Background: an optimization exercise with open tools, aiming at small area. Do not read the settings as production practice. Function was checked by simulation only, so behaviour that the tests miss may differ from the original. Power figures rest on the tool's default switching activity, not on a simulated workload.

==> design/flow/design.v <==
package eth_tx_pkg;
    localparam logic [47:0] board_mac       = 48'h00_11_22_33_44_55;
    localparam logic [31:0] board_ip        = {8'd192, 8'd168, 8'd1, 8'd10};
    localparam logic [47:0] default_des_mac = 48'hff_ff_ff_ff_ff_ff;   
    localparam logic [31:0] default_des_ip  = {8'd192, 8'd168, 8'd1, 8'd102};
    localparam logic [15:0] board_port      = 16'd1234;
    localparam logic [15:0] des_port        = 16'd5678;
    localparam logic [15:0] ip_ethertype    = 16'h0800;
    localparam logic [15:0] arp_ethertype   = 16'h0806;
    localparam logic [15:0] arp_htype       = 16'h0001;
    localparam logic [15:0] arp_hlen_plen   = 16'h0604;
    localparam logic [15:0] ip_ver_tos      = 16'h4500;
    localparam logic [7:0]  ip_ttl          = 8'h80;
    localparam logic [7:0]  ip_proto_udp    = 8'd17;
    localparam logic [15:0] ip_flags_df     = 16'h4000;
    localparam logic [31:0] crc_poly        = 32'hedb8_8320;  
    localparam logic [16:0] csum_raw        = {1'b0, ip_ver_tos} + {1'b0, ip_flags_df} +
                                              {1'b0, ip_ttl, ip_proto_udp} +
                                              {1'b0, board_ip[31:16]} + {1'b0, board_ip[15:0]};
    localparam logic [15:0] csum_const      = csum_raw[15:0] + {15'd0, csum_raw[16]};
endpackage
`timescale 1ns/10ps
import eth_tx_pkg::*;
module crc32_gen
(
    input  logic        clk,
    input  logic        en,
    input  logic [7:0]  data,
    output logic [31:0] crc_reg
);
    logic [43:0] t;
    logic [31:0] tab;
    assign t[7:0] = (crc_reg[7:0] ^ data) & {8{en}};
    assign t[8] = t[0] ^ t[5];
    assign t[9] = t[1] ^ t[7];
    assign t[10] = t[3] ^ t[6];
    assign t[11] = t[2] ^ t[10];
    assign t[12] = t[4] ^ t[7];
    assign t[13] = t[6] ^ t[8];
    assign t[14] = t[0] ^ t[4];
    assign t[15] = t[1] ^ t[2];
    assign t[16] = t[1] ^ t[8];
    assign t[17] = t[3] ^ t[4];
    assign t[18] = t[6] ^ t[9];
    assign t[19] = t[2] ^ t[3];
    assign t[20] = t[4] ^ t[13];
    assign t[21] = t[5] ^ t[11];
    assign t[22] = t[10] ^ t[12];
    assign t[23] = t[2] ^ t[12];
    assign t[24] = t[9] ^ t[17];
    assign t[25] = t[0] ^ t[3];
    assign t[26] = t[1] ^ t[14];
    assign t[27] = t[5] ^ t[15];
    assign t[28] = t[0] ^ t[11];
    assign t[29] = t[4] ^ t[5];
    assign t[30] = t[6] ^ t[15];
    assign t[31] = t[7] ^ t[19];
    assign t[32] = t[14] ^ t[19];
    assign t[33] = t[16] ^ t[17];
    assign t[34] = t[15] ^ t[20];
    assign t[35] = t[9] ^ t[21];
    assign t[36] = t[5] ^ t[23];
    assign t[37] = t[8] ^ t[23];
    assign t[38] = t[11] ^ t[16];
    assign t[39] = t[9] ^ t[11];
    assign t[40] = t[39] ^ t[14];
    assign t[41] = t[5] ^ t[24];
    assign t[42] = t[9] ^ t[13];
    assign t[43] = t[0] ^ t[18];
    assign tab[0] = t[2];
    assign tab[1] = t[25];
    assign tab[2] = t[26];
    assign tab[3] = t[27];
    assign tab[4] = t[28];
    assign tab[5] = t[24];
    assign tab[6] = t[29];
    assign tab[7] = t[13];
    assign tab[8] = t[18];
    assign tab[9] = t[7];
    assign tab[10] = t[2];
    assign tab[11] = t[3];
    assign tab[12] = t[14];
    assign tab[13] = t[16];
    assign tab[14] = t[30];
    assign tab[15] = t[31];
    assign tab[16] = t[32];
    assign tab[17] = t[33];
    assign tab[18] = t[34];
    assign tab[19] = t[35];
    assign tab[20] = t[22];
    assign tab[21] = t[36];
    assign tab[22] = t[21];
    assign tab[23] = t[22];
    assign tab[24] = t[37];
    assign tab[25] = t[38];
    assign tab[26] = t[40];
    assign tab[27] = t[41];
    assign tab[28] = t[20];
    assign tab[29] = t[42];
    assign tab[30] = t[43];
    assign tab[31] = t[9];
    always_ff @(posedge clk) begin
        crc_reg <= ({8'h00, crc_reg[31:8]} ^ tab) | {{8{!en}}, 24'd0};
    end
endmodule
`timescale 1ns/10ps
import eth_tx_pkg::*;
module eth_tx_top
(
    input  logic        clk,
    input  logic        rst_n,
    input  logic        tx_start,
    input  logic [1:0]  tx_kind,
    input  logic        arp_op,
    input  logic [47:0] des_mac,
    input  logic [31:0] des_ip,
    input  logic [15:0] payload_len,
    input  logic [7:0]  payload_data,
    output logic        rdy,
    output logic [1:0]  busy_kind,
    output logic        payload_req,
    output logic        gmii_tx_en,
    output logic [7:0]  gmii_txd
);
    logic [6:0]  k;
    logic        idle;
    logic        accept;
    logic        is_udp;
    logic        arp_op_r;
    logic        mac_nz, ip_nz;
    logic        use_dflt;
    logic [7:0]  ring [10];      
    logic [7:0]  tap0;
    logic [7:0]  dflt;
    logic [10:0] rem;            
    logic        more;
    logic        req_d;
    logic [15:0] ip_ident;
    logic [10:0] body_len;
    logic [10:0] len_sum;
    logic [7:0]  acc_hi, acc_lo;
    logic        acc_c;
    logic [8:0]  acc_sum;
    logic        csum_win;
    logic [7:0]  var_byte;
    logic [7:0]  hdr;
    logic [7:0]  fb;
    logic [7:0]  txd_r;
    logic [31:0] crc;
    logic        crc_en;
    assign idle      = (k == 7'd0);
    assign accept    = idle && tx_start && tx_kind[0];
    assign rdy       = !tx_start && idle;
    assign busy_kind = idle ? 2'd0 : {is_udp, 1'b1};
    assign more      = is_udp && (rem != 11'd0);
    always_ff @(posedge clk) begin
        if (!rst_n) begin
            k <= 7'd0;
        end else if (idle) begin
            k <= accept ? 7'd22 : 7'd0;
        end else if (k == 7'd107) begin
            k <= 7'd0;
        end else if (!(k == 7'd89 && more)) begin
            k <= k + 7'd1;
        end
    end
    logic [7:0] ld [10];
    assign ld[0] = des_mac[31:24];
    assign ld[1] = des_mac[23:16];
    assign ld[2] = des_mac[15:8];
    assign ld[3] = des_mac[7:0];
    assign ld[4] = des_ip[31:24];
    assign ld[5] = des_ip[23:16];
    assign ld[6] = des_ip[15:8];
    assign ld[7] = des_ip[7:0];
    assign ld[8] = des_mac[47:40];
    assign ld[9] = des_mac[39:32];
    always_ff @(posedge clk) begin
        is_udp   <= (tx_kind[1] && accept) || (is_udp && !idle);
        arp_op_r <= (arp_op && accept) || (arp_op_r && !idle);
    end
    always_ff @(posedge clk) begin
        for (int i = 0; i < 9; i++) ring[i] <= (ld[i] & {8{accept}}) | (ring[i + 1] & {8{!idle}});
        ring[9] <= (ld[9] & {8{accept}}) | (tap0 & {8{!idle}});
    end
    always_ff @(posedge clk) begin
        if (idle) begin
            mac_nz <= 1'b0;
            ip_nz  <= 1'b0;
        end else begin
            if ((ring[0] != 8'd0 && k >= 7'd22 && k <= 7'd25) ||
                (ring[8] != 8'd0 && k >= 7'd22 && k <= 7'd23))
                mac_nz <= 1'b1;
            if (ring[0] != 8'd0 && k >= 7'd26 && k <= 7'd29)
                ip_nz <= 1'b1;
        end
    end
    always_comb begin
        case (k)
            7'd36:   dflt = default_des_ip[31:24];
            7'd37:   dflt = default_des_ip[23:16];
            7'd38:   dflt = default_des_ip[15:8];
            7'd39:   dflt = default_des_ip[7:0];
            default: dflt = 8'hff;
        endcase
    end
    assign use_dflt = !(mac_nz && ip_nz) && (k >= 7'd30) && (k <= 7'd39);
    assign tap0     = use_dflt ? dflt : ring[0];
    always_ff @(posedge clk) begin
        rem <= (payload_len[10:0] & {11{accept}}) | ((rem - {10'd0, payload_req}) & {11{!idle}});
    end
    assign payload_req = more && (k >= 7'd71) && (k <= 7'd89);
    always_ff @(posedge clk) begin
        req_d <= payload_req;
    end
    logic       short_len, add20, lc3, lc4, lc5;
    assign short_len = (rem[10:5] == 6'd0) && !(rem[4] && (rem[3] || rem[2] || rem[1]));
    assign body_len  = short_len ? 11'd18 : rem;
    assign add20       = k[1];
    assign len_sum[1:0] = body_len[1:0];
    assign len_sum[2]   = body_len[2] ^ add20;
    assign lc3          = body_len[2] && add20;
    assign len_sum[3]   = !(body_len[3] ^ lc3);
    assign lc4          = body_len[3] || lc3;
    assign len_sum[4]   = body_len[4] ^ add20 ^ lc4;
    assign lc5          = (body_len[4] && add20) || (body_len[4] && lc4) || (add20 && lc4);
    assign len_sum[10:5] = body_len[10:5] + {5'd0, lc5};
    always_ff @(posedge clk) begin
        if (!rst_n) begin
            ip_ident <= 16'd0;
        end else if (k == 7'd91 && is_udp) begin
            ip_ident <= ip_ident + 16'd1;
        end
    end
    logic s_tap0, s_lenh, s_lenl, s_idh, s_idl, s_acc, s_r6, s_r8;
    assign s_tap0 = (k >= 7'd30) && (k <= 7'd39);
    assign s_lenh = is_udp && (k == 7'd46 || k == 7'd68);
    assign s_lenl = is_udp && (k == 7'd47 || k == 7'd69);
    assign s_idh  = is_udp && (k == 7'd48);
    assign s_idl  = is_udp && (k == 7'd49);
    assign s_acc  = is_udp && (k == 7'd54 || k == 7'd55);
    assign s_r6   = is_udp && (k >= 7'd60) && (k <= 7'd63);
    assign s_r8   = !is_udp && (k >= 7'd62) && (k <= 7'd71);
    assign var_byte = ({8{s_tap0}} & tap0) |
                      ({8{s_lenh}} & {5'd0, len_sum[10:8]}) |
                      ({8{s_lenl}} & len_sum[7:0]) |
                      ({8{s_idh}}  & ip_ident[15:8]) |
                      ({8{s_idl}}  & ip_ident[7:0]) |
                      ({8{s_acc}}  & ~acc_hi) |
                      ({8{s_r6}}   & ring[6]) |
                      ({8{s_r8}}   & ring[8]);
    assign csum_win = (k >= 7'd36);
    assign acc_sum  = {1'b0, acc_hi} + {1'b0, var_byte & {8{csum_win}}} + {8'd0, acc_c};
    always_ff @(posedge clk) begin
        acc_hi <= acc_lo;
        if (k == 7'd0) begin
            acc_lo <= csum_const[7:0];
            acc_c  <= 1'b0;
        end else if (k == 7'd22) begin
            acc_lo <= csum_const[15:8];
            acc_c  <= 1'b0;
        end else begin
            acc_lo <= acc_sum[7:0];
            acc_c  <= acc_sum[8];
        end
    end
    logic [7:0] cb;
    always_comb begin
        cb = 8'h00;
        case (k)
            7'd22, 7'd23, 7'd24, 7'd25, 7'd26, 7'd27, 7'd28: cb = 8'h55;
            7'd29:  cb = 8'hd5;
            7'd36: cb = board_mac[47:40];
            7'd37: cb = board_mac[39:32];
            7'd38: cb = board_mac[31:24];
            7'd39: cb = board_mac[23:16];
            7'd40: cb = board_mac[15:8];
            7'd41: cb = board_mac[7:0];
            7'd42: cb = 8'h08;
            7'd43: cb = is_udp ? 8'h00 : 8'h06;
            default: begin
                if (is_udp) begin
                    case (k)
                        7'd44: cb = ip_ver_tos[15:8];
                        7'd45: cb = ip_ver_tos[7:0];
                        7'd50: cb = ip_flags_df[15:8];
                        7'd51: cb = ip_flags_df[7:0];
                        7'd52: cb = ip_ttl;
                        7'd53: cb = ip_proto_udp;
                        7'd56: cb = board_ip[31:24];
                        7'd57: cb = board_ip[23:16];
                        7'd58: cb = board_ip[15:8];
                        7'd59: cb = board_ip[7:0];
                        7'd64: cb = board_port[15:8];
                        7'd65: cb = board_port[7:0];
                        7'd66: cb = des_port[15:8];
                        7'd67: cb = des_port[7:0];
                        default: cb = 8'h00;
                    endcase
                end else begin
                    case (k)
                        7'd44: cb = arp_htype[15:8];
                        7'd45: cb = arp_htype[7:0];
                        7'd46: cb = ip_ethertype[15:8];
                        7'd47: cb = ip_ethertype[7:0];
                        7'd48: cb = arp_hlen_plen[15:8];
                        7'd49: cb = arp_hlen_plen[7:0];
                        7'd50: cb = 8'h00;
                        7'd51: cb = arp_op_r ? 8'h02 : 8'h01;
                        7'd52: cb = board_mac[47:40];
                        7'd53: cb = board_mac[39:32];
                        7'd54: cb = board_mac[31:24];
                        7'd55: cb = board_mac[23:16];
                        7'd56: cb = board_mac[15:8];
                        7'd57: cb = board_mac[7:0];
                        7'd58: cb = board_ip[31:24];
                        7'd59: cb = board_ip[23:16];
                        7'd60: cb = board_ip[15:8];
                        7'd61: cb = board_ip[7:0];
                        default: cb = 8'h00;
                    endcase
                end
            end
        endcase
    end
    assign hdr = cb | (var_byte & {8{!(k >= 7'd36 && k <= 7'd39)}});
    logic [7:0] fb_d;
    assign fb_d   = hdr | (payload_data & {8{req_d}}) | (~crc[7:0] & {8{k >= 7'd90 && k <= 7'd93}});
    assign crc_en = (k >= 7'd30) && (k <= 7'd89);
    crc32_gen u_crc (
        .clk     (clk),
        .en      (crc_en),
        .data    (fb_d),
        .crc_reg (crc)
    );
    always_ff @(posedge clk) begin
        fb    <= fb_d;
        txd_r <= fb;
    end
    assign gmii_tx_en = (k >= 7'd24) && (k <= 7'd95);
    assign gmii_txd   = gmii_tx_en ? txd_r : 8'h00;
endmodule
==> design/flow/flow/run.sh <==
#!/bin/bash
# Synthesis as the standard one but with an area-oriented abc script (flow/area.abc),
# then the standard layout with buf_1 port buffers and a clkbuf_8 clock tree without
# dummy loads. Each make run's full output goes to its own log here.
set -euo pipefail
W=$PWD
export FLOW_ABC_SCRIPT=$W/flow/area.abc
make -C "$FLOW_HOME" DESIGN_CONFIG=$W/config.mk WORK_HOME=$W/orfs CLKGATE_MAP_FILE= \
  SYNTH_SCRIPT=$W/flow/synth_area.tcl synth > synth_flow.log 2>&1
export BUFFER_PORTS_ARGS="-buffer_cell sky130_fd_sc_hd__buf_1"
export CTS_ARGS="-sink_clustering_enable -repair_clock_nets -dont_use_dummy_load -buf_list sky130_fd_sc_hd__clkbuf_8"
bash standard.sh > standard_flow.log 2>&1
==> design/flow/flow/area.abc <==
strash
&get -n
&fraig -x
&put
scorr
dc2
balance
rewrite
refactor
balance
rewrite
rewrite -z
balance
refactor -z
rewrite -z
balance
strash
&get -n
&dch -f
&nf -R 1000 -p
&put
==> design/flow/flow/synth_area.tcl <==
# synth_recipe.tcl with one change: abc maps the combinational logic with flow/area.abc
# (an area-recovering script) in place of ORFS's speed script. Registers are untouched.
proc synth {args} { yosys synth -nofsm -noshare {*}$args }
proc abc {args} {
  set i [lsearch -exact $args -script]
  if { $i >= 0 } {
    set args [lreplace $args [expr {$i + 1}] [expr {$i + 1}] $::env(FLOW_ABC_SCRIPT)]
  }
  yosys abc {*}$args
}
source $::env(SCRIPTS_DIR)/synth.tcl
# left out here: clear keep_hierarchy, flatten, clean up, hide names made inside functions, write 1_2_yosys.v
==> design/flow/standard.sh <==
#!/bin/bash
# synth_recipe.tcl (not shown) runs the flow's synth.tcl, then flattens the netlist and writes it again
# the make line also repeats each setting of config.mk as NAME=value (left out here)
make -C /OpenROAD-flow-scripts/flow DESIGN_CONFIG=/design/flow/config.mk WORK_HOME=/design/flow/orfs CLKGATE_MAP_FILE= SYNTH_SCRIPT=/design/flow/synth_recipe.tcl "${@:-finish}"
==> design/flow/config.mk <==
export PLATFORM = sky130hd
export DESIGN_NAME = eth_tx_top
export DESIGN_NICKNAME = eth_tx_top
export VERILOG_FILES = /design/flow/design.v
export SDC_FILE = /design/flow/constraint.sdc
export NUM_CORES = 4
export LEC_CHECK = 0
export CAP_MARGIN = 0
export CORE_MARGIN = 2
export CORE_UTILIZATION = 40
export SLEW_MARGIN = 0
==> design/flow/constraint.sdc <==
create_clock -name core_clock -period 5.0 [get_ports {clk}]
set_input_delay 1.0000 -clock core_clock [delete_from_list [all_inputs] [get_ports {clk}]]
set_output_delay 1.0000 -clock core_clock [all_outputs]
set_load 0.01 [all_outputs]
==> qor.yml, run 1 <==
yosys:
  synth-edff-count: 0
  synth-warning-count: 4
  synth_flop_cell: "sky130_fd_sc_hd__dfxtp_1"
  ys_top_cells_by_area: "sky130_fd_sc_hd__dfxtp_1, sky130_fd_sc_hd__a22o_1, sky130_fd_sc_hd__xnor2_1, sky130_fd_sc_hd__o21ai_0, sky130_fd_sc_hd__nand2_1"
  ys_seq_elements: 184
  post_synthesis_async_set_or_reset_flop_share: 0
  post_synth_num_cell_types: 54
  seq_area_frac_synth: 0.474
  syn_area_per_cell_sq_um: 9.48
  netlist_top_cells_count: "sky130_fd_sc_hd__dfxtp_1, sky130_fd_sc_hd__a22o_1, sky130_fd_sc_hd__nand2_1"
  count_leader_synth: "sky130_fd_sc_hd__dfxtp_1"
  synth.top_cell.area_share: 0.474
  mappedNetlistArea_sq_mm: 0.00777
  mappedNetlistNets: 950
  synth_top_cell_by_area: "sky130_fd_sc_hd__dfxtp_1"
  post_synth_inst_count: 819
min_path:
  whs_path_depth: 0
  hold_path_class: "reg -> reg"
  startpoint_of_the_lowest_slack_hold_path: "acc_lo[7]"
pwr:
  leakage_nw: 3.41
  cell_internal_pwr_mw: 2.48
  power_frac_comb: 0.291
  clock_power_share: 0.201
  seqPwrFrac: 0.508
  fin_total_pwr_mw: 3.78
  ir_drop_v: 0.000166
  net-switching-power_mw: 1.30
  sw_frac_of_total: 0.345
  power_density_mw_per_mm2: 408
status:
  outcome: "finished clean"
place:
  dpl.hpwl_mm: 16.6
  gp_congestion: 0.953
  numPortBuffers: 117
  placed_cells: 1247
global_routing:
  grt_overflow_total: 0
  antenna_found_initial: 0
  pin_count_of_the_biggest_net_entering_global_routing: 97
  first_global_vias: 6412
  grt_use_total: 0.218
  grt_pass1_wl_mm: 34.1
clock_tree:
  cts_max_level: 4
  clockBufferDepth: 2
  cts_num_sinks: 184
  clock_pin_slew_worst_setup_and_hold_paths_ns: 0.09
  ctsHoldBuffers: 0
  tritoncts: "yes"
  clk_root_buf: "sky130_fd_sc_hd__clkbuf_8"
  clkLatencyLatePin_ns: 0.47
  cts_made_buffers: 17
floorplan:
  chipWidth_um: 143
  floorplan.die_area_sq_mm: 0.0205
  die-height_um: 143
  initial_core_utilization: 0.411
  ios: 123
  core_area_sq_mm: 0.0189
  rows: 50
setup_path:
  endpoint: "acc_lo[7]"
  timing.critical_path.to_type: "flip-flop"
  worst_setup_path_start_kind: "flip-flop"
  rr_startpoint: "rem[6]"
  crit_path_max_fanout: 3
  timing.reg2reg.setup_slack_ns: 0.28
  worst_r2r_path_depth: 30
  worstPathArrival_ns: 5.09
  crit_path_max_incr_delay_ns: 0.36
  critical_path.slowest_cell: "sky130_fd_sc_hd__fa_1"
  reg2reg_to: "acc_lo[7]"
  timing_worst_setup_path_type: "reg -> reg"
  required_ns: 5.37
  crit_path_start: "rem[6]"
sta:
  setup-violations-final: 0
  final.period_utilization: 0.944
  timing.final.hold_violations: 0
  rsz0062_at_grt: "no"
  finalWorstPathRequiredPeriod_ns: 4.72
  max_freq_mhz: 212
  timing_max_transition_violations_final: 0
  total_neg_setup_slack_ns: 0
  fin_hold_ws_ns: 0.307
  fin_skew_ns: 0.0384
  max_slew.worst_pin.slew_ns: 1.10
  slew-limit-headroom: 0.268
detailed_routing:
  detail_route.vias_per_cell: 5.50
  first_iter_violations: 641
  count_of_vias_placed_by_the_detailed_router: 6965
  detail_route.first_pass.iterations: 5
  route.final.wire_length_mm: 22.5
  route.detailed.drc: 0
  post_drt_wl_per_cell_um: 17.7
  postRouteAntennaNets: 0
finish:
  insertedDiodeCount: 0
  fillerInstances: 1887
  flip_flop_count_of_the_largest_register_after_layout: 80
  area_growth_syn_to_layout_pct: 19.3
  layoutNonFillerInstCount: 1267
  fin_nets: 1140
  layout-drive-gt1-share: 0.0894
run:
  maxCapViolCount: 0
[per-stage QoR]
stage | setup WS (ns) | utilization | area [sq um]
detailed placement | -0.0854 | 0.473 | 8930
CTS | 0.0359 | 0.486 | 9180
finish | 0.280 | 0.490 | 9270
floorplan | 0.238 | - | 7770
global placement | 0.0174 | 0.473 | 8930
global route | 0.00967 | 0.490 | 9270
[routing by layer]
layer / vias up / global-route usage / share of wire
met3: 40 / 0.0463 / 0.071
met5: - / 0 / 0
li1: 3386 / - / -
met2: 259 / 0.354 / 0.46
met1: 3280 / 0.295 / 0.45
met4: 0 / 0.0573 / 0.019
[critical path: cells and delay by family (launching register included)]
kind	cells	cell delay [ns]
AOI/OAI and AO/OA	8	1.16
xor gates and xnor gates	1	0.18
and+or+nand+nor	12	1.46
adders and majority gates	6	1.30
buffers and inverters	3	0.19
DFF	1	0.35
[worst min-delay path by stage]
stage / to / slack [ns]
2_1_floorplan: acc_hi[0] / 0.31
3_3_place_gp: acc_hi[4] / 0.31
3_5_place_dp: txd_r[6] / 0.31
4_1_cts: acc_hi[7] / 0.30
5_1_grt: acc_hi[7] / 0.32
6_report: acc_hi[7] / 0.31
[logic make-up (layout without fill, tap and decap cells)]
| kind of cell | Yosys count | after routing | share of synthesized area |
|---|---|---|---|
| AND/OR/NAND/NOR | 270 | 270 | 0.168 |
| AO/OA/AOI/OAI | 252 | 252 | 0.229 |
| XOR/XNOR | 71 | 71 | 0.0801 |
| flip-flops | 184 | 184 | 0.474 |
| multiplexers | 2 | 2 | 0.00274 |
| buffers and inverters | 19 | 207 | 0.00918 |
| adder cells (fa/ha/maj) | 21 | 21 | 0.0367 |
[repair_timing]
item,CTS,global route
gates cloned,0,0
gates resized for setup,2,19
endpoints found under the hold margin,0,0
buffers inserted,0,3
pin swaps,0,5
setup endpoints to repair,3,9
[layout make-up]
class	instances	area (sq um)	area share
inverters	17	65.1	0.00702
repair buffers	173	860	0.0928
well taps	260	325	0.0351
multi-input cells	616	4100	0.442
clock buffers	17	234	0.0252
flip-flops and latches	184	3690	0.398
[power groups by stage]
stage / Sequential [mW] / Clock, mW / Combinational (mW)
floorplan: 1.90 / 0 / 0.674
global placement: 1.94 / 0 / 1.07
detailed placement: 1.94 / 0 / 1.07
CTS: 1.91 / 0.788 / 1.08
global route: 1.95 / 0.842 / 1.20
finish: 1.92 / 0.760 / 1.10
[cell usage in the layout (no fill, tap or decap), drive strengths merged, types with 3 or more instances in the layout]
master  count
ha         18
nand2b     10
dfxtp     184
and3       13
buf       173
o21a        5
o21ai      58
nand4       5
a222oi      5
a21oi      37
o211ai      6
nor2       72
xor2       30
clkbuf     17
nand3b      4
a22o       78
o22ai      12
fa          3
nor3b       8
nand3      22
clkinv     17
a31oi       8
nand2      75
a221oi      9
xnor2      41
or3         4
o22a        3
nor3       12
o221ai      3
nor2b      18
nor4        4
a21o        5
and2       14
a211oi      5
or2         4
==> inputs of run 2 (changes only) <==
--- a/design/flow/design.v
+++ b/design/flow/design.v
@@ -216,3 +216,7 @@
     logic       short_len, add20, lc3, lc4, lc5;
-    assign short_len = (rem[10:5] == 6'd0) && !(rem[4] && (rem[3] || rem[2] || rem[1]));
+    always_ff @(posedge clk) begin
+        short_len <= (accept && payload_len[10:5] == 6'd0 &&
+                      !(payload_len[4] && (payload_len[3] || payload_len[2] || payload_len[1]))) ||
+                     (short_len && !idle);
+    end
     assign body_len  = short_len ? 11'd18 : rem;
--- a/design/flow/flow/run.sh
+++ b/design/flow/flow/run.sh
@@ -3,3 +3,3 @@
 # then the standard layout with buf_1 port buffers and a clkbuf_8 clock tree without
-# dummy loads. Each make run's full output goes to its own log here.
+# dummy loads; global placement keeps no resizer changes. Each make run's full output goes to its own log here.
 set -euo pipefail
@@ -10,2 +10,3 @@
 export BUFFER_PORTS_ARGS="-buffer_cell sky130_fd_sc_hd__buf_1"
+export GPL_KEEP_OVERFLOW=0
 export CTS_ARGS="-sink_clustering_enable -repair_clock_nets -dont_use_dummy_load -buf_list sky130_fd_sc_hd__clkbuf_8"
--- a/design/flow/config.mk
+++ b/design/flow/config.mk
@@ -9,3 +9,3 @@
 export CORE_MARGIN = 2
-export CORE_UTILIZATION = 40
+export CORE_UTILIZATION = 48
 export SLEW_MARGIN = 0
==> run 2 against run 1 <==
  * Design area is 2.4% lower
  * Sequential cell count increased by 1
  * Cell count decreased by 5.5%
  * Global-route usage increased by 3.3 points
  * Register-to-register slack worse by 0.07 ns
  * Combinational power fell by 7%
  * Largest cell class unchanged
==> qor.yml, run 2 <==
status:
  outcome: "finished clean"
clock_tree:
  clkLatencyLatePin_ns: 0.45  # -0.02 ns
  clk_root_buf: "sky130_fd_sc_hd__clkbuf_8"
  ctsHoldBuffers: 0  # unchanged
  cts_made_buffers: 17  # unchanged
  clock_pin_slew_worst_setup_and_hold_paths_ns: 0.08  # about the same
  cts_num_sinks: 185  # +0.54%
  clockBufferDepth: 2  # unchanged
  tritoncts: "yes"
  cts_max_level: 4  # unchanged
sta:
  max_slew.worst_pin.slew_ns: 0.993  # -0.105 ns
  slew-limit-headroom: 0.336  # +0.0673
  final.period_utilization: 0.958  # +0.0142
  fin_skew_ns: 0.0331  # -0.00529 ns
  timing.final.hold_violations: 0  # unchanged
  setup-violations-final: 0  # unchanged
  rsz0062_at_grt: "no"
  finalWorstPathRequiredPeriod_ns: 4.79  # +0.0709 ns
  max_freq_mhz: 209  # -1.5%
  timing_max_transition_violations_final: 0  # unchanged
finish:
  flip_flop_count_of_the_largest_register_after_layout: 80  # unchanged
  insertedDiodeCount: 0  # unchanged
  fin_util: 0.567  # +0.0767
  layout_common_cells: "sky130_fd_sc_hd__dfxtp_1, sky130_fd_sc_hd__buf_1, sky130_fd_sc_hd__nand2_1"
  fin_nets: 1114  # -2.3%
  final_common_cell: "sky130_fd_sc_hd__dfxtp_1"
  area_growth_syn_to_layout_pct: 15.5
  layout-drive-gt1-share: 0.0571  # -0.0323
yosys:
  post_synthesis_async_set_or_reset_flop_share: 0  # unchanged
  post_synth_num_cell_types: 52  # -3.7%
  synth_top_cell_by_area: "sky130_fd_sc_hd__dfxtp_1"
  seq_area_frac_synth: 0.473  # -0.00131
  synth_flop_cell: "sky130_fd_sc_hd__dfxtp_1"
  post_synth_inst_count: 838  # +2.3%
  ys_seq_elements: 185  # +0.54%
  synth-edff-count: 0  # unchanged
  netlist_top_cells_count: "sky130_fd_sc_hd__dfxtp_1, sky130_fd_sc_hd__nand2_1, sky130_fd_sc_hd__nor2_1"
  count_leader_synth: "sky130_fd_sc_hd__dfxtp_1"
  synth-warning-count: 4  # unchanged
  mappedNetlistNets: 969  # +2.0%
  ys_top_cells_by_area: "sky130_fd_sc_hd__dfxtp_1, sky130_fd_sc_hd__a22o_1, sky130_fd_sc_hd__xnor2_1, sky130_fd_sc_hd__nand2_1, sky130_fd_sc_hd__o21ai_0"
  synth.top_cell.area_share: 0.473  # -0.00131
  syn_area_per_cell_sq_um: 9.34  # -1.5%
  mappedNetlistArea_sq_mm: 0.00783  # +0.82%
global_routing:
  grt_use_total: 0.251  # +0.0333
  grt_overflow_total: 0  # unchanged
  grt_pass1_wl_mm: 34.5  # +1.3%
  antenna_found_initial: 0  # unchanged
  pin_count_of_the_biggest_net_entering_global_routing: 85  # -12%
  gr-max-usage-layer: "met2"
  met1_track_demand_over_resource_in_global_routing: 0.345  # +0.0497
  met3_usage: 0.0544  # +0.00808
  first_global_vias: 6671  # +4.0%
  grtUsageMet2: 0.394  # +0.0400
setup_path:
  timing_worst_setup_path_type: "reg -> reg"
  worstPathArrival_ns: 5.09  # about the same
  timing.critical_path.to_type: "flip-flop"
  crit_path_max_fanout: 7  # +4
  required_ns: 5.30  # -0.07 ns
  worst_setup_path_start_kind: "flip-flop"
pwr:
  ir_drop_v: 0.000611  # +270%
  power_density_mw_per_mm2: 416  # +2.0%
  fin_total_pwr_mw: 3.76  # -0.46%
  leakage_nw: 3.25  # -4.7%
detailed_routing:
  route.final.wire_length_mm: 22.0  # -2.3%
  postRouteAntennaNets: 0  # unchanged
  count_of_vias_placed_by_the_detailed_router: 6876  # -1.3%
  detail_route.first_pass.iterations: 5  # unchanged
  first_iter_violations: 630  # -1.7%
  detail_route.vias_per_cell: 5.74  # +4.5%
  post_drt_wl_per_cell_um: 18.3  # +3.4%
  route.detailed.drc: 0  # unchanged
floorplan:
  rows: 46  # -8.0%
  chipWidth_um: 132  # -8.1%
  ios: 123  # unchanged
  initial_core_utilization: 0.491  # +0.0801
  floorplan.die_area_sq_mm: 0.0174  # -16%
  core_area_sq_mm: 0.0159  # -16%
  die-height_um: 132  # -8.1%
place:
  dpl.hpwl_mm: 16.3  # -2.0%
  numPortBuffers: 117  # unchanged
  gp_congestion: 0.907  # -4.8%
run:
  maxCapViolCount: 0  # unchanged
min_path:
  hold_path_class: "reg -> reg"
## run 2: cell types whose count changed after synthesis, sizes merged, moves of 6 or more
cell   change
nor2       +7
nor2b      -8
a22oi      +6
nor3      +12
nand2     +10
and2       +7
## run 2: critical path, stage by stage, from the launching register on
cell and delay [ns]:
sky130_fd_sc_hd__dfxtp_1 0.42, sky130_fd_sc_hd__clkinv_1 0.22, sky130_fd_sc_hd__nand2_1 0.11, sky130_fd_sc_hd__ha_1 0.15
sky130_fd_sc_hd__clkinv_1 0.07, sky130_fd_sc_hd__fa_1 0.38, sky130_fd_sc_hd__ha_1 0.24, sky130_fd_sc_hd__ha_1 0.29
sky130_fd_sc_hd__a222oi_1 0.45, sky130_fd_sc_hd__o211ai_1 0.18, sky130_fd_sc_hd__a211oi_2 0.33, sky130_fd_sc_hd__o221ai_1 0.26
sky130_fd_sc_hd__xor2_1 0.33, sky130_fd_sc_hd__nand2_1 0.23, sky130_fd_sc_hd__o22a_1 0.35, sky130_fd_sc_hd__xnor2_1 0.36
sky130_fd_sc_hd__xor2_1 0.20, sky130_fd_sc_hd__nand2_1 0.07
## run 2: area by class of cell
cell class,count,area (sq um)
Timing Repair Buffer,126,547
Tap cell,216,270
Fill cell,1492,6900
Multi-Input combinational cell,633,4200
Clock buffer,17,234
Inverter,20,76.3
Sequential cell,185,3710
## run 2: cells by family after synthesis
logic type,Yosys count,synth area share
simple gates,287,0.173
buf+inv,20,0.00959
mux,5,0.00639
fa+ha+maj,21,0.0364
xor+xnor,71,0.0794
flops,185,0.473
compound gates,249,0.222
## run 2: path summary, 6_finish.rpt
check | startpoint | endpoint | slack [ns] | depth (start not counted)
setup reg to reg | short_len | u_crc.crc_reg[25] | 0.21 | 17
hold / removal | acc_lo[5] | acc_hi[5] | 0.33 | 0
hold reg to reg | acc_lo[5] | acc_hi[5] | 0.33 | 0
setup / recovery | short_len | u_crc.crc_reg[25] | 0.21 | 17
## run 2: per-stage QoR
step           TNS, ns  area [sq um]  worst slack [ns]  hold WS, ns  std cells
2_1_floorplan        0          7840             0.344        0.310        838
3_3_place_gp    -81.09          8540             -1.65        0.310       1171
3_5_place_dp    -16.43          8620             -1.12        0.313       1174
4_1_cts              0          8910            0.0384        0.329       1191
5_1_grt              0          9040            0.0224        0.336       1197
6_report             0          9040             0.209        0.327       1197
## run 2: metal layers
layer	up-vias	routed length, um	part of all wire
li1	3347	-	-
met3	53	1270	0.058
met4	0	613	0.028
met5	-	0	0
met1	3224	10200	0.46
met2	252	9930	0.45
## run 2: timing repair
| item | 4_1_cts | 5_1_grt |
|---|---|---|
| resized for setup | 16 | 19 |
| pin swaps | 0 | 1 |
| buffers inserted | 0 | 6 |
| endpoints found under the setup margin | 31 | 26 |
## run 2: power by group
part	internal, mW	switching (mW)	leakage, nW	total (mW)
logic	0.405	0.616	1.62	1.02
clock network	0.302	0.456	0.122	0.758
registers	1.76	0.221	1.51	1.99
total	2.47	1.29	3.25	3.76
==> inputs of run 3 (changes only) <==
--- a/design/flow/config.mk
+++ b/design/flow/config.mk
@@ -9,3 +9,3 @@
 export CORE_MARGIN = 2
-export CORE_UTILIZATION = 48
+export CORE_UTILIZATION = 65
 export SLEW_MARGIN = 0
==> run 3 against run 2 <==
  * First-iteration DRC count decreased by 2.5%
  * Combinational power fell by 4%
  * Register-to-register slack barely moved
  * Critical endpoint is now u_crc.crc_reg[24]
  * Highest routed layer unchanged
==> qor.yml, run 3 <==
status:
  outcome: "finished clean"
detailed_routing:
  detail_route.first_pass.iterations: 6  # +1
  route.final.wire_length_mm: 21.2  # -3.4%
  route.detailed.drc: 0  # unchanged
  postRouteAntennaNets: 0  # unchanged
  detail_route.vias_per_cell: 6.23  # +8.5%
  first_iter_violations: 614  # -2.5%
  count_of_vias_placed_by_the_detailed_router: 7013  # +2.0%
  post_drt_wl_per_cell_um: 18.9  # +2.8%
finish:
  area_growth_syn_to_layout_pct: 13.6
  final_area_sq_mm: 0.00889  # -1.6%
  final_common_cell: "sky130_fd_sc_hd__dfxtp_1"
  layout-drive-gt1-share: 0.0511  # -0.00596
  flip_flop_count_of_the_largest_register_after_layout: 80  # unchanged
  insertedDiodeCount: 0  # unchanged
  fin_nets: 1111  # -0.27%
  layout_common_cells: "sky130_fd_sc_hd__dfxtp_1, sky130_fd_sc_hd__buf_1, sky130_fd_sc_hd__nand2_1"
yosys:
  count_leader_synth: "sky130_fd_sc_hd__dfxtp_1"
  mappedNetlistArea_sq_mm: 0.00783  # unchanged
  seq_area_frac_synth: 0.473  # unchanged
  mappedNetlistNets: 969  # unchanged
  synth-warning-count: 4  # unchanged
  synth_top_cell_by_area: "sky130_fd_sc_hd__dfxtp_1"
  synth.top_cell.area_share: 0.473  # unchanged
  post_synth_num_cell_types: 52  # unchanged
  synth-edff-count: 0  # unchanged
  synth_flop_cell: "sky130_fd_sc_hd__dfxtp_1"
  post_synth_inst_count: 838  # unchanged
  syn_area_per_cell_sq_um: 9.34  # unchanged
  post_synthesis_async_set_or_reset_flop_share: 0  # unchanged
  netlist_top_cells_count: "sky130_fd_sc_hd__dfxtp_1, sky130_fd_sc_hd__nand2_1, sky130_fd_sc_hd__nor2_1"
  ys_seq_elements: 185  # unchanged
  ys_top_cells_by_area: "sky130_fd_sc_hd__dfxtp_1, sky130_fd_sc_hd__a22o_1, sky130_fd_sc_hd__xnor2_1, sky130_fd_sc_hd__nand2_1, sky130_fd_sc_hd__o21ai_0"
global_routing:
  pin_count_of_the_biggest_net_entering_global_routing: 98  # +15%
  grt_pass1_wl_mm: 33.1  # -4.3%
  met3_usage: 0.0744  # +0.0200
  grt_overflow_total: 0  # unchanged
  met1_track_demand_over_resource_in_global_routing: 0.426  # +0.0813
  first_global_vias: 6668  # -0.045%
  grtUsageMet2: 0.534  # +0.140
  grt_use_total: 0.326  # +0.0750
  gr-max-usage-layer: "met2"
  antenna_found_initial: 0  # unchanged
setup_path:
  worst_r2r_path_depth: 18  # +1
  timing_worst_setup_path_type: "reg -> reg"
  path_cells: "clkinv_1 > nand2_1 > ha_1 > clkinv_1 > fa_1 > ha_1 > ha_1 > xnor2_1 > a221oi_1 > o221a_1 > nor2_1 > a221oi_2 > a21o_1 > nand2_1 > o22ai_1 > xor2_1 > xor2_1 > nand2_1"
  rr_startpoint: "short_len"
  reg2reg_to: "u_crc.crc_reg[24]"
  timing.reg2reg.setup_slack_ns: 0.22  # about the same
  crit_path_max_fanout: 7  # unchanged
  critical_path.slowest_cell: "sky130_fd_sc_hd__o22ai_1"
  worst_setup_path_start_kind: "flip-flop"
  crit_path_start: "short_len"
  required_ns: 5.32  # +0.02 ns
  crit_path_max_incr_delay_ns: 0.49  # +0.04 ns
  timing.critical_path.to_type: "flip-flop"
  worstPathArrival_ns: 5.09  # about the same
pwr:
  power_frac_comb: 0.265  # -0.006
  fin_total_pwr_mw: 3.72  # -1.3%
  power_density_mw_per_mm2: 418  # +0.36%
  net-switching-power_mw: 1.27  # -2.1%
  leakage_nw: 3.23  # -0.66%
  ir_drop_v: 0.000259  # -58%
  clock_power_share: 0.201  # about the same
  seqPwrFrac: 0.534  # +0.007
  cell_internal_pwr_mw: 2.45  # -0.83%
  sw_frac_of_total: 0.340  # -0.00301
place:
  dpl.hpwl_mm: 15.3  # -6.0%
  gp_congestion: 1.01  # +11%
  dp_slack_ns: -0.830  # +0.285 ns
  placed_cell_area_sq_mm: 0.00849  # -1.5%
  numPortBuffers: 117  # unchanged
sta:
  worst_slack_ns: 0.223  # +0.0136 ns
  max_freq_mhz: 209  # +0.28%
  timing.final.hold_violations: 0  # unchanged
  final.period_utilization: 0.955  # -0.00272
  fin_skew_ns: 0.0286  # -0.00449 ns
  slew-limit-headroom: 0.280  # -0.0559
  finalWorstPathRequiredPeriod_ns: 4.78  # -0.0136 ns
  max_slew.worst_pin.slew_ns: 1.08  # +0.0840 ns
  setup-violations-final: 0  # unchanged
  timing_max_transition_violations_final: 0  # unchanged
floorplan:
  core_area_sq_mm: 0.0119  # -26%
  rows: 40  # -13%
  floorplan.die_area_sq_mm: 0.0129  # -25%
  die-height_um: 114  # -14%
  ios: 123  # unchanged
  initial_core_utilization: 0.660  # +0.169
  chipWidth_um: 114  # -14%
min_path:
  hold_path_class: "reg -> reg"
  startpoint_of_the_lowest_slack_hold_path: "fb[2]"
  holdPathEnd: "txd_r[2]"
  whs_path_depth: 0  # unchanged
clock_tree:
  clockBufferDepth: 2  # unchanged
  cts_max_level: 4  # unchanged
  ctsHoldBuffers: 0  # unchanged
  cts_num_sinks: 185  # unchanged
  cts_made_buffers: 17  # unchanged
  tritoncts: "yes"
  clk_root_buf: "sky130_fd_sc_hd__clkbuf_8"
  clkLatencyLatePin_ns: 0.47  # +0.02 ns
  clock_pin_slew_worst_setup_and_hold_paths_ns: 0.09  # about the same
run:
  maxCapViolCount: 0  # unchanged
[run 3: cell counts after synthesis]
Identical to the previous run, type by type.
[run 3: repair_timing]
action | CTS | global route
endpoints found under the setup margin | 30 | 18
pin swaps | 0 | 2
resized for setup | 14 | 18
buffers inserted | 0 | 5
[run 3: worst max-delay path by stage]
stage	to	slack [ns]	cells past startpoint
final	u_crc.crc_reg[24]	0.22	18
after global routing	u_crc.crc_reg[26]	-0.01	18
after CTS	acc_c	0.05	19
after detailed placement	u_crc.crc_reg[26]	-0.83	14
after global placement	busy_kind[1]	-1.33	7
after floorplan	busy_kind[1]	0.34	6
[run 3: worst max-delay path: cells and delay by family (launching register included)]
family | cells | cell delay, ns
xor gates and xnor gates | 3 | 0.69
and+or+nand+nor | 4 | 0.51
AOI/OAI and AO/OA | 5 | 1.74
DFF | 1 | 0.43
adders and majority gates | 4 | 0.97
buffers and inverters | 2 | 0.30
[run 3: stage by stage]
step	hold WS (ns)	setup TNS, ns	cells	utilization
after detailed placement	0.312	-9.68	1103	0.716
after global routing	0.319	-0.0140	1125	0.750
after floorplan	0.310	0	838	-
after CTS	0.317	0	1120	0.740
final	0.319	0	1125	0.750
after global placement	0.310	-43.21	1102	0.713
[run 3: layer usage]
metal / vias up / wire length, um
met5: - / 0
met4: 0 / 567
met3: 50 / 1640
met2: 307 / 10000
met1: 3323 / 9010
li1: 3333 / -
[run 3: cell families (layout without fill, tap and decap cells)]
group,count (synthesis),count (layout),synth area share
buf+inv,20,160,0.00959
xor+xnor,71,71,0.0794
fa+ha+maj,21,21,0.0364
mux,5,5,0.00639
simple gates,287,287,0.173
compound gates,249,249,0.222
flops,185,185,0.473
[run 3: area by class of cell]
class                   count  area, sq um
clock buffers              17          234
fillers                   891         2970
well taps                 147          184
repair buffers            123          497
inverters                  20         77.6
multi-input cells         633         4190
flip-flops and latches    185         3710
[run 3: power groups by stage]
stage	Clock (mW)	Sequential, mW	Combinational, mW
floorplan	0	1.91	0.665
global placement	0	1.99	0.901
detailed placement	0	2.00	0.940
CTS	0.753	1.97	0.956
global route	0.810	2.01	1.08
finish	0.749	1.98	0.983
==> inputs of run 4 (changes only) <==
--- a/design/flow/config.mk
+++ b/design/flow/config.mk
@@ -9,3 +9,3 @@
 export CORE_MARGIN = 2
-export CORE_UTILIZATION = 65
+export CORE_UTILIZATION = 40
 export SLEW_MARGIN = 0
==> run 4 against run 3 <==
  * Wire length shrank 0.29%
  * Cell count rose by 10%
  * Count of clock-buffer cells in the layout stayed put
  * Design area grew 1.7%
  * Sequential cell count did not move
  * Register-to-register slack better by 0.09 ns
  * Global-route usage fell by 12 points
  * Die area is 60% higher
  * Power is 0.50% higher
  * Critical path depth stayed put
  * Clock power increased by 1%
  * Sequential share of layout area decreased by 0.66 points
==> qor.yml, run 4 <==
status:
  outcome: "finished clean"
clock_tree:
  cts_made_buffers: 17  # unchanged
  clkLatencyLatePin_ns: 0.48  # about the same
  clock_pin_slew_worst_setup_and_hold_paths_ns: 0.09  # about the same
  ctsHoldBuffers: 0  # unchanged
  cts_max_level: 4  # unchanged
  cts_num_sinks: 185  # unchanged
  clockBufferDepth: 2  # unchanged
  tritoncts: "yes"
  clk_root_buf: "sky130_fd_sc_hd__clkbuf_8"
setup_path:
  worstPathArrival_ns: 4.97  # -0.12 ns
  timing_worst_setup_path_type: "reg -> reg"
  required_ns: 5.28  # -0.04 ns
  critical_path.slowest_cell: "sky130_fd_sc_hd__dfxtp_2"
  critical_path.most_common_cell: "sky130_fd_sc_hd__o21ai_0"
  path_cells: "clkinv_1 > ha_1 > o21ai_0 > nand2b_1 > nand2_1 > nor4_2 > or2_0 > nor3_1 > a21oi_1 > a21oi_1 > o21ai_0 > o21bai_1 > o21ai_0 > a21oi_4 > mux2i_2 > xnor2_2 > nand2_1 > o211ai_1"
  timing.critical_path.to_type: "flip-flop"
  worst_setup_path_start_kind: "flip-flop"
  crit_path_max_fanout: 11  # +4
  crit_path_max_incr_delay_ns: 0.49  # about the same
yosys:
  synth-warning-count: 4  # unchanged
  netlist_top_cells_count: "sky130_fd_sc_hd__dfxtp_1, sky130_fd_sc_hd__nand2_1, sky130_fd_sc_hd__nor2_1"
  post_synth_inst_count: 838  # unchanged
  syn_area_per_cell_sq_um: 9.34  # unchanged
  synth_flop_cell: "sky130_fd_sc_hd__dfxtp_1"
  synth.top_cell.area_share: 0.473  # unchanged
  ys_top_cells_by_area: "sky130_fd_sc_hd__dfxtp_1, sky130_fd_sc_hd__a22o_1, sky130_fd_sc_hd__xnor2_1, sky130_fd_sc_hd__nand2_1, sky130_fd_sc_hd__o21ai_0"
  count_leader_synth: "sky130_fd_sc_hd__dfxtp_1"
  mappedNetlistArea_sq_mm: 0.00783  # unchanged
  seq_area_frac_synth: 0.473  # unchanged
  post_synthesis_async_set_or_reset_flop_share: 0  # unchanged
  synth_top_cell_by_area: "sky130_fd_sc_hd__dfxtp_1"
  post_synth_num_cell_types: 52  # unchanged
  synth-edff-count: 0  # unchanged
  mappedNetlistNets: 969  # unchanged
  ys_seq_elements: 185  # unchanged
sta:
  setup-violations-final: 0  # unchanged
  timing_max_transition_violations_final: 0  # unchanged
  fin_skew_ns: 0.0560  # +0.0274 ns
  rsz0062_at_grt: "yes"
  finalWorstPathRequiredPeriod_ns: 4.69  # -0.0880 ns
  final.period_utilization: 0.938  # -0.0176
  max_slew.worst_pin.slew_ns: 0.923  # -0.154 ns
  worst_slack_ns: 0.311  # +0.0880 ns
  total_neg_setup_slack_ns: 0  # unchanged
  timing.final.hold_violations: 0  # unchanged
  max_freq_mhz: 213  # +1.9%
  slew-limit-headroom: 0.385  # +0.105
floorplan:
  rows: 51  # +28%
  chipWidth_um: 144  # +27%
  floorplan.die_area_sq_mm: 0.0207  # +60%
  core_area_sq_mm: 0.0193  # +63%
  die-height_um: 144  # +27%
  ios: 123  # unchanged
  initial_core_utilization: 0.405  # -0.255
pwr:
  power_frac_comb: 0.270  # +0.005
  cell_internal_pwr_mw: 2.47  # +0.71%
  power_density_mw_per_mm2: 413  # -1.2%
  seqPwrFrac: 0.527  # -0.007
  clock_power_share: 0.203  # +0.002
  leakage_nw: 3.22  # -0.19%
  fin_total_pwr_mw: 3.73  # +0.50%
  ir_drop_v: 0.000262  # +1.3%
  sw_frac_of_total: 0.339  # -0.00142
  net-switching-power_mw: 1.27  # about the same
detailed_routing:
  post_drt_wl_per_cell_um: 17.1  # -9.6%
  count_of_vias_placed_by_the_detailed_router: 6731  # -4.0%
  detail_route.vias_per_cell: 5.42  # -13%
  route.detailed.drc: 0  # unchanged
  first_iter_violations: 726  # +18%
  detail_route.first_pass.iterations: 5  # -1
  route.final.wire_length_mm: 21.2  # -0.29%
  postRouteAntennaNets: 0  # unchanged
global_routing:
  first_global_vias: 6156  # -7.7%
  grt_use_total: 0.209  # -0.117
  pin_count_of_the_biggest_net_entering_global_routing: 70  # -29%
  grt_pass1_wl_mm: 32.9  # -0.52%
  antenna_found_initial: 0  # unchanged
  grt_overflow_total: 0  # unchanged
finish:
  flip_flop_count_of_the_largest_register_after_layout: 80  # unchanged
  final_common_cell: "sky130_fd_sc_hd__dfxtp_1"
  final_area_sq_mm: 0.00904  # +1.7%
  layout-drive-gt1-share: 0.0471  # -0.00399
  fin_nets: 1109  # -0.18%
  area_growth_syn_to_layout_pct: 15.5
  layout_common_cells: "sky130_fd_sc_hd__dfxtp_1, sky130_fd_sc_hd__buf_1, sky130_fd_sc_hd__nand2_1"
  insertedDiodeCount: 0  # unchanged
place:
  gp_congestion: 0.888  # -12%
  numPortBuffers: 117  # unchanged
  dpl.hpwl_mm: 15.7  # +2.9%
  dp_slack_ns: -0.926  # -0.0958 ns
  placed_cell_area_sq_mm: 0.00868  # +2.2%
run:
  maxCapViolCount: 0  # unchanged
min_path:
  hold_path_class: "reg -> reg"
==> run 4: cell counts after synthesis <==
No cell type changed its count.
==> run 4: through the flow <==
step | hold WS, ns | cells | util
CTS | 0.321 | 1241 | 0.463
global route | 0.331 | 1241 | 0.468
detailed placement | 0.312 | 1223 | 0.449
floorplan | 0.310 | 838 | -
global placement | 0.310 | 1220 | 0.445
finish | 0.319 | 1241 | 0.468
==> run 4: metal layers <==
metal  routed length (um)  share of wire  GRT usage
met5                    0              0          0
met4                  357          0.017     0.0707
met3                 1300          0.061     0.0460
met2                 9660           0.46      0.322
met1                 9850           0.47      0.290
==> run 4: logic make-up (layout without fill, tap and decap cells) <==
| kind of cell | Yosys count | in the layout | share of synthesized area |
|---|---|---|---|
| AOI/OAI and AO/OA | 249 | 249 | 0.222 |
| adders and majority gates | 21 | 21 | 0.0364 |
| xor gates and xnor gates | 71 | 71 | 0.0794 |
| DFF | 185 | 185 | 0.473 |
| buffers and inverters | 20 | 158 | 0.00959 |
| and+or+nand+nor | 287 | 287 | 0.173 |
| muxes | 5 | 5 | 0.00639 |
==> run 4: cell type report <==
cell class,instances,area [sq um]
inverters,20,76.3
well taps,265,332
repair buffers,121,509
flip-flops and latches,185,3710
clock buffers,17,234
fillers,1910,10300
multi-input cells,633,4180
==> run 4: worst max-delay path, delay by kind of cell, from the launching register on <==
kind	cells	cell delay [ns]
simple gates	6	1.25
buf+inv	1	0.17
xor+xnor	1	0.19
fa+ha+maj	1	0.32
flops	1	0.49
mux	1	0.45
compound gates	8	1.63
==> run 4: final timing paths <==
path	startpoint	slack [ns]	endpoint	depth (start not counted)
setup / recovery	k[0]	0.31	u_crc.crc_reg[26]	18
hold / removal	acc_lo[2]	0.32	acc_hi[2]	0
setup reg to reg	k[0]	0.31	u_crc.crc_reg[26]	18
hold reg to reg	acc_lo[2]	0.32	acc_hi[2]	0
==> run 4: power groups by stage <==
stage / combinational, mW / sequential [mW] / clock [mW]
2_1_floorplan: 0.665 / 1.91 / 0
3_3_place_gp: 0.955 / 1.99 / 0
3_5_place_dp: 0.993 / 1.99 / 0
4_1_cts: 1.01 / 1.96 / 0.783
5_1_grt: 1.12 / 2.00 / 0.837
6_report: 1.01 / 1.97 / 0.760
==> run 4: what timing repair did <==
| item | in CTS | in global routing |
|---|---|---|
| pin swaps | 1 | 1 |
| buffers inserted | 1 | 0 |
| endpoints found under the setup margin | 32 | 24 |
| resized for setup | 10 | 19 |
| gates cloned | 0 | 0 |
| hold endpoints to repair | 0 | 0 |
==> inputs of run 5 (changes only) <==
--- a/design/flow/flow/area.abc
+++ b/design/flow/flow/area.abc
@@ -19,3 +19,3 @@
 &dch -f
-&nf -R 1000 -p
+&nf -R 1000 -p -C 32 -F 10
 &put
--- a/design/flow/config.mk
+++ b/design/flow/config.mk
@@ -9,3 +9,3 @@
 export CORE_MARGIN = 2
-export CORE_UTILIZATION = 40
+export CORE_UTILIZATION = 55
 export SLEW_MARGIN = 0
==> run 5 against run 4 <==
  * Sequential cell count unchanged
  * Largest power group unchanged
  * Non-clock buffer count up 4
  * Sequential power about the same
  * Wire length up 1.8%
  * Die area down 27%
  * Maximum frequency down 2.6%
  * Critical endpoint unchanged
  * Setup slack worse by 0.13 ns
  * First-iteration DRC count up 16%
  * Design area down 0.93%
==> qor.yml, run 5 <==
finish:
  ff_latch_area_sq_mm: 0.00371  # about the same
  flip_flop_count_of_the_largest_register_after_layout: 80  # unchanged
  final_common_cell: "sky130_fd_sc_hd__dfxtp_1"
  area_growth_syn_to_layout_pct: 15.1
  final_area_sq_mm: 0.00896  # -0.93%
  insertedDiodeCount: 0  # unchanged
  multi_input_comb_area_sq_mm: 0.00419  # +0.27%
  fillerInstances: 1164  # -39%
  layout_common_cells: "sky130_fd_sc_hd__dfxtp_1, sky130_fd_sc_hd__buf_1, sky130_fd_sc_hd__nand2_1"
  layout-drive-gt1-share: 0.0613  # +0.0141
  fin_nets: 1096  # -1.2%
floorplan:
  floorplan.die_area_sq_mm: 0.0151  # -27%
  chipWidth_um: 123  # -15%
  ios: 123  # unchanged
  core_area_sq_mm: 0.0139  # -28%
  rows: 43  # -16%
  initial_core_utilization: 0.561  # +0.156
  die-height_um: 123  # -15%
place:
  numPortBuffers: 117  # unchanged
  dpl.hpwl_mm: 15.5  # -1.2%
  placed_cell_area_sq_mm: 0.00852  # -1.9%
  gp_congestion: 0.959  # +8.1%
  dp_slack_ns: -0.958  # -0.0317 ns
clock_tree:
  ctsHoldBuffers: 0  # unchanged
  clkLatencyLatePin_ns: 0.46  # -0.02 ns
  clockBufferDepth: 2  # unchanged
  tritoncts: "yes"
  clk_root_buf: "sky130_fd_sc_hd__clkbuf_8"
  cts_made_buffers: 17  # unchanged
  clock_pin_slew_worst_setup_and_hold_paths_ns: 0.09  # about the same
  cts_num_sinks: 185  # unchanged
  cts_max_level: 4  # unchanged
sta:
  timing_max_transition_violations_final: 0  # unchanged
  worst_slack_ns: 0.186  # -0.125 ns
  slew-limit-headroom: 0.240  # -0.145
  fin_skew_ns: 0.0333  # -0.0228 ns
  timing.final.hold_violations: 0  # unchanged
  setup-violations-final: 0  # unchanged
  max_slew.worst_pin.slew_ns: 1.14  # +0.213 ns
  finalWorstPathRequiredPeriod_ns: 4.81  # +0.125 ns
  rsz0062_at_grt: "no"
  fin_hold_ws_ns: 0.305  # -0.0139 ns
  total_neg_setup_slack_ns: 0  # unchanged
  final.period_utilization: 0.963  # +0.0250
  max_freq_mhz: 208  # -2.6%
setup_path:
  timing_worst_setup_path_type: "reg -> reg"
  crit_path_max_fanout: 8  # -3
  worstPathArrival_ns: 5.11  # +0.14 ns
  timing.critical_path.to_type: "flip-flop"
  required_ns: 5.30  # +0.02 ns
  worst_setup_path_start_kind: "flip-flop"
pwr:
  leakage_nw: 3.19  # -1.1%
  ir_drop_v: 0.000303  # +16%
  power_density_mw_per_mm2: 414  # +0.26%
yosys:
  post_synth_inst_count: 820  # -2.1%
  synth.top_cell.area_share: 0.476  # +0.00251
  ys_top_cells_by_area: "sky130_fd_sc_hd__dfxtp_1, sky130_fd_sc_hd__a22o_1, sky130_fd_sc_hd__xnor2_1, sky130_fd_sc_hd__nand2_1, sky130_fd_sc_hd__nor2_1"
  post_synthesis_async_set_or_reset_flop_share: 0  # unchanged
  seq_area_frac_synth: 0.476  # +0.00251
  mappedNetlistNets: 951  # -1.9%
  synth-edff-count: 0  # unchanged
  mappedNetlistArea_sq_mm: 0.00779  # -0.53%
  synth-warning-count: 4  # unchanged
  netlist_top_cells_count: "sky130_fd_sc_hd__dfxtp_1, sky130_fd_sc_hd__nand2_1, sky130_fd_sc_hd__a22o_1"
  synth_flop_cell: "sky130_fd_sc_hd__dfxtp_1"
  count_leader_synth: "sky130_fd_sc_hd__dfxtp_1"
  post_synth_num_cell_types: 49  # -5.8%
  syn_area_per_cell_sq_um: 9.50  # +1.7%
  synth_top_cell_by_area: "sky130_fd_sc_hd__dfxtp_1"
  ys_seq_elements: 185  # unchanged
detailed_routing:
  first_iter_violations: 839  # +16%
  postRouteAntennaNets: 0  # unchanged
  post_drt_wl_per_cell_um: 18.9  # +11%
  count_of_vias_placed_by_the_detailed_router: 6966  # +3.5%
  detail_route.first_pass.iterations: 5  # unchanged
  route.detailed.drc: 0  # unchanged
  route.final.wire_length_mm: 21.6  # +1.8%
  detail_route.vias_per_cell: 6.09  # +12%
global_routing:
  first_global_vias: 6451  # +4.8%
  pin_count_of_the_biggest_net_entering_global_routing: 79  # +13%
  grt_pass1_wl_mm: 32.7  # -0.44%
  antenna_found_initial: 0  # unchanged
  grt_use_total: 0.282  # +0.0727
  grt_overflow_total: 0  # unchanged
run:
  maxCapViolCount: 0  # unchanged
status:
  outcome: "finished clean"
min_path:
  hold_path_class: "reg -> reg"
run 5: cell types whose count changed in the layout (fill, tap and decap cells not counted), moves of 7 or more:
cell	previous run	this run
sky130_fd_sc_hd__nor2_1	78	70
sky130_fd_sc_hd__nand2_1	85	78
sky130_fd_sc_hd__a211oi_2	1	8
sky130_fd_sc_hd__o21ai_0	63	53
sky130_fd_sc_hd__a22oi_1	8	1
run 5: path summary, 6_finish.rpt:
| kind | from | endpoint | slack [ns] | cells after the start |
|---|---|---|---|---|
| setup / recovery | short_len | u_crc.crc_reg[26] | 0.19 | 20 |
| hold / removal | acc_lo[1] | acc_hi[1] | 0.31 | 0 |
| setup reg to reg | short_len | u_crc.crc_reg[26] | 0.19 | 20 |
| hold reg to reg | acc_lo[1] | acc_hi[1] | 0.31 | 0 |
run 5: where the power goes:
part	switching [mW]	internal, mW
combinational	0.603	0.383
clock	0.444	0.301
sequential	0.213	1.77
total	1.26	2.45
run 5: area by class of cell:
cell class / count / area share
Clock buffer: 17 / 0.0261
Sequential cell: 185 / 0.415
Inverter: 17 / 0.00768
Tap cell: 180 / 0.0251
Multi-Input combinational cell: 619 / 0.468
Timing Repair Buffer: 125 / 0.0588
run 5: cell families (layout without fill, tap and decap cells):
family	Yosys count	in the layout	synth area share
AND/OR/NAND/NOR	269	269	0.164
AO/OA/AOI/OAI	252	253	0.229
flip-flops	185	185	0.476
XOR/XNOR	72	72	0.0810
adder cells (fa/ha/maj)	21	21	0.0366
buffers and inverters	17	159	0.00819
multiplexers	4	4	0.00530
run 5: what timing repair did:
item / 4_1_cts / 5_1_grt
setup endpoints to repair: 39 / 28
cloned: 0 / 1
resized for setup: 17 / 21
pin swaps: 1 / 0
buffers inserted: 4 / 2
run 5: stage by stage:
stage | utilization | instances | total power, mW
finish | 0.646 | 1143 | 3.71
global route | 0.646 | 1143 | 3.92
CTS | 0.638 | 1140 | 3.71
detailed placement | 0.614 | 1119 | 2.95
global placement | 0.610 | 1117 | 2.91
floorplan | - | 820 | 2.57
run 5: worst max-delay path, cell delays in order (launching register included):
cell,delay [ns]
sky130_fd_sc_hd__dfxtp_1,0.46
sky130_fd_sc_hd__nor2b_1,0.08
sky130_fd_sc_hd__ha_1,0.18
sky130_fd_sc_hd__clkinv_1,0.04
sky130_fd_sc_hd__ha_1,0.13
sky130_fd_sc_hd__clkinv_1,0.07
sky130_fd_sc_hd__fa_1,0.36
sky130_fd_sc_hd__ha_1,0.24
sky130_fd_sc_hd__ha_1,0.21
sky130_fd_sc_hd__xnor2_1,0.27
sky130_fd_sc_hd__o221ai_1,0.19
sky130_fd_sc_hd__a211oi_2,0.42
sky130_fd_sc_hd__nor2_1,0.11
sky130_fd_sc_hd__a211oi_2,0.27
sky130_fd_sc_hd__a21o_1,0.28
sky130_fd_sc_hd__nand2_1,0.22
sky130_fd_sc_hd__o22ai_4,0.37
sky130_fd_sc_hd__xor2_2,0.27
sky130_fd_sc_hd__xnor2_1,0.25
sky130_fd_sc_hd__xnor2_1,0.16
sky130_fd_sc_hd__nand2_1,0.07
run 5: metal layers:
metal  global-route usage  routed length, um
met4               0.0874                422
met3               0.0738               1700
met1                0.365               9260
met5                    0                  0
met2                0.460              10200
==> inputs of run 6 (changes only) <==
--- a/design/flow/flow/area.abc
+++ b/design/flow/flow/area.abc
@@ -19,3 +19,3 @@
 &dch -f
-&nf -R 1000 -p -C 32 -F 10
+&nf -R 1000 -p
 &put
==> run 6 against run 5 <==
  * Count of clock-buffer cells in the layout is the same
  * Critical path type unchanged
  * Power grew 0.52%
  * Critical path depth shrank 3
  * Still clean
  * Hold slack gained 0.016 ns
  * Clock power grew 0.8%
  * Global-route usage grew 0.37 points
  * First-iteration DRC count shrank 36%
  * Sequential cell count is the same
  * Largest cell class unchanged
  * Utilization shrank 0.39 points
==> qor.yml, run 6 <==
status:
  outcome: "finished clean"
sta:
  fin_skew_ns: 0.0314  # -0.00191 ns
  timing_max_transition_violations_final: 0  # unchanged
  max_slew.worst_pin.slew_ns: 1.01  # -0.124 ns
  timing.final.hold_violations: 0  # unchanged
  setup-violations-final: 0  # unchanged
  fin_hold_ws_ns: 0.321  # +0.0161 ns
  slew-limit-headroom: 0.326  # +0.0856
  final.period_utilization: 0.971  # +0.00767
  rsz0062_at_grt: "yes"
  finalWorstPathRequiredPeriod_ns: 4.85  # +0.0383 ns
finish:
  insertedDiodeCount: 0  # unchanged
  fin_nets: 1107  # +1.0%
  layout-drive-gt1-share: 0.0483  # -0.0130
  ff_latch_area_sq_mm: 0.00371  # -0.10%
  fin_util: 0.642  # -0.00388
  flip_flop_count_of_the_largest_register_after_layout: 80  # unchanged
  area_growth_syn_to_layout_pct: 13.8
  fillerInstances: 1249  # +7.3%
yosys:
  mappedNetlistNets: 969  # +1.9%
  multiplexer_share_of_the_synthesized_area: 0.00639  # +0.00109
  mappedNetlistArea_sq_mm: 0.00783  # +0.53%
  synth-warning-count: 4  # unchanged
  synth_top_cell_by_area: "sky130_fd_sc_hd__dfxtp_1"
  synth_compound_area_frac: 0.222  # -0.00712
  synth_top_family_by_area: "compound AO/OA/AOI/OAI gates"
  syn_area_per_cell_sq_um: 9.34  # -1.6%
  ys_top_cells_by_area: "sky130_fd_sc_hd__dfxtp_1, sky130_fd_sc_hd__a22o_1, sky130_fd_sc_hd__xnor2_1, sky130_fd_sc_hd__nand2_1, sky130_fd_sc_hd__o21ai_0"
  seq_area_frac_synth: 0.473  # -0.00251
  synth_flop_cell: "sky130_fd_sc_hd__dfxtp_1"
  synth.top_cell.area_share: 0.473  # -0.00251
  synth-adder-area-share: 0.0364  # -0.000193
  count_leader_synth: "sky130_fd_sc_hd__dfxtp_1"
  synth_xor_xnor_area_share: 0.0794  # -0.00155
  post_synth_num_cell_types: 52  # +6.1%
min_path:
  hold_path_class: "reg -> reg"
  startpoint_of_the_lowest_slack_hold_path: "acc_lo[0]"
  whs_path_depth: 0  # unchanged
global_routing:
  first_global_vias: 6542  # +1.4%
  grt_overflow_total: 0  # unchanged
  antenna_found_initial: 0  # unchanged
  grt_use_total: 0.285  # +0.00368
  pin_count_of_the_biggest_net_entering_global_routing: 98  # +24%
place:
  numPortBuffers: 117  # unchanged
clock_tree:
  clk_root_buf: "sky130_fd_sc_hd__clkbuf_8"
  cts_made_buffers: 17  # unchanged
  clockBufferDepth: 2  # unchanged
  post-cts-setup-buffers: 0  # -4
  cts_max_level: 4  # unchanged
  cts_num_sinks: 185  # unchanged
  tritoncts: "yes"
  clock_pin_slew_worst_setup_and_hold_paths_ns: 0.09  # about the same
detailed_routing:
  count_of_vias_placed_by_the_detailed_router: 6947  # -0.27%
  post_drt_wl_per_cell_um: 18.4  # -2.3%
  detail_route.first_pass.iterations: 6  # +1
  route.final.wire_length_mm: 21.2  # -1.4%
  detail_route.vias_per_cell: 6.02  # -1.2%
  postRouteAntennaNets: 0  # unchanged
setup_path:
  timing_worst_setup_path_type: "reg -> reg"
  rr_startpoint: "k[0]"
  crit_path_max_fanout: 11  # +3
  worst_r2r_path_depth: 17  # -15%
  timing.reg2reg.setup_slack_ns: 0.15  # -0.04 ns
floorplan:
  initial_core_utilization: 0.564  # +0.00297
  floorplan.die_area_sq_mm: 0.0152  # +0.51%
  ios: 123  # unchanged
  core_area_sq_mm: 0.0139  # unchanged
  die-height_um: 123  # +0.26%
  chipWidth_um: 123  # +0.26%
pwr:
  ir_drop_v: 0.000302  # -0.61%
  power_density_mw_per_mm2: 419  # +1.1%
==> run 6: per-layer routing <==
layer / vias up / GRT usage / part of all wire
li1: 3336 / - / -
met1: 3289 / 0.379 / 0.43
met2: 285 / 0.466 / 0.47
met3: 37 / 0.0558 / 0.078
met4: 0 / 0.0966 / 0.021
met5: - / 0 / 0
==> run 6: repair_timing <==
action | in CTS | in global routing
endpoints found under the setup margin | 29 | 22
resized for setup | 12 | 20
hold buffers | 0 | 0
==> run 6: power breakdown <==
| part | internal [mW] | switching, mW | total, mW |
|---|---|---|---|
| sequential | 1.76 | 0.219 | 1.98 |
| combinational | 0.393 | 0.601 | 0.994 |
| clock | 0.301 | 0.450 | 0.751 |
| total | 2.46 | 1.27 | 3.73 |
==> run 6: final cells by class <==
type | count | share of cell area
Timing Repair Buffer | 119 | 0.0532
Inverter | 20 | 0.00857
Multi-Input combinational cell | 633 | 0.470
Sequential cell | 185 | 0.417
Clock buffer | 17 | 0.0263
Tap cell | 180 | 0.0253
==> run 6: critical path, cell delays in order, from the launching register on <==
cell and delay (ns):
sky130_fd_sc_hd__dfxtp_2 0.51, sky130_fd_sc_hd__clkinv_1 0.19, sky130_fd_sc_hd__ha_1 0.33, sky130_fd_sc_hd__o21ai_0 0.29, sky130_fd_sc_hd__nand2b_1 0.33, sky130_fd_sc_hd__nand2_1 0.23
sky130_fd_sc_hd__nor4_2 0.42, sky130_fd_sc_hd__or2_0 0.26, sky130_fd_sc_hd__nor3_1 0.08, sky130_fd_sc_hd__a21oi_1 0.22, sky130_fd_sc_hd__a21oi_1 0.08, sky130_fd_sc_hd__o21ai_0 0.19
sky130_fd_sc_hd__o21bai_1 0.20, sky130_fd_sc_hd__o21ai_0 0.17, sky130_fd_sc_hd__a21oi_4 0.39, sky130_fd_sc_hd__mux2i_2 0.39, sky130_fd_sc_hd__xnor2_1 0.26, sky130_fd_sc_hd__o211ai_1 0.15
==> run 6: how the worst max path moves through the flow <==
| stage | start | end | cells after the start |
|---|---|---|---|
| 2_1_floorplan | k[1] | busy_kind[1] | 6 |
| 3_3_place_gp | k[1] | busy_kind[1] | 7 |
| 3_5_place_dp | k[1] | u_crc.crc_reg[26] | 14 |
| 4_1_cts | k[4] | acc_c | 20 |
| 5_1_grt | k[0] | u_crc.crc_reg[26] | 18 |
| 6_report | k[0] | u_crc.crc_reg[26] | 17 |
==> run 6: cell families (layout without fill, tap and decap cells) <==
logic type,after synthesis,in the layout
mux,5,5
fa+ha+maj,21,21
simple gates,287,287
xor+xnor,71,71
compound gates,249,249
buf+inv,20,156
flops,185,185
==> run 6: through the flow <==
stage          instance area (sq um)  setup WS [ns]  cells  power (mW)  setup TNS (ns)
2_1_floorplan                   7840          0.344    838        2.58               0
3_3_place_gp                    8500          -1.53   1135        2.90          -65.84
4_1_cts                         8820         0.0310   1154        3.72               0
6_report                        8910          0.147   1154        3.73               0
3_5_place_dp                    8550         -0.717   1137        2.97           -9.48
5_1_grt                         8910        -0.0605   1154        3.92         -0.0605

Setup slack of run 6, layout unchanged: 0.147 ns with ideal ports, 0.147 ns with driving cells assumed (clock clkbuf_16, inputs buf_2), 0.147 ns with port delays also shifted by the 0.485 ns mid clock arrival.
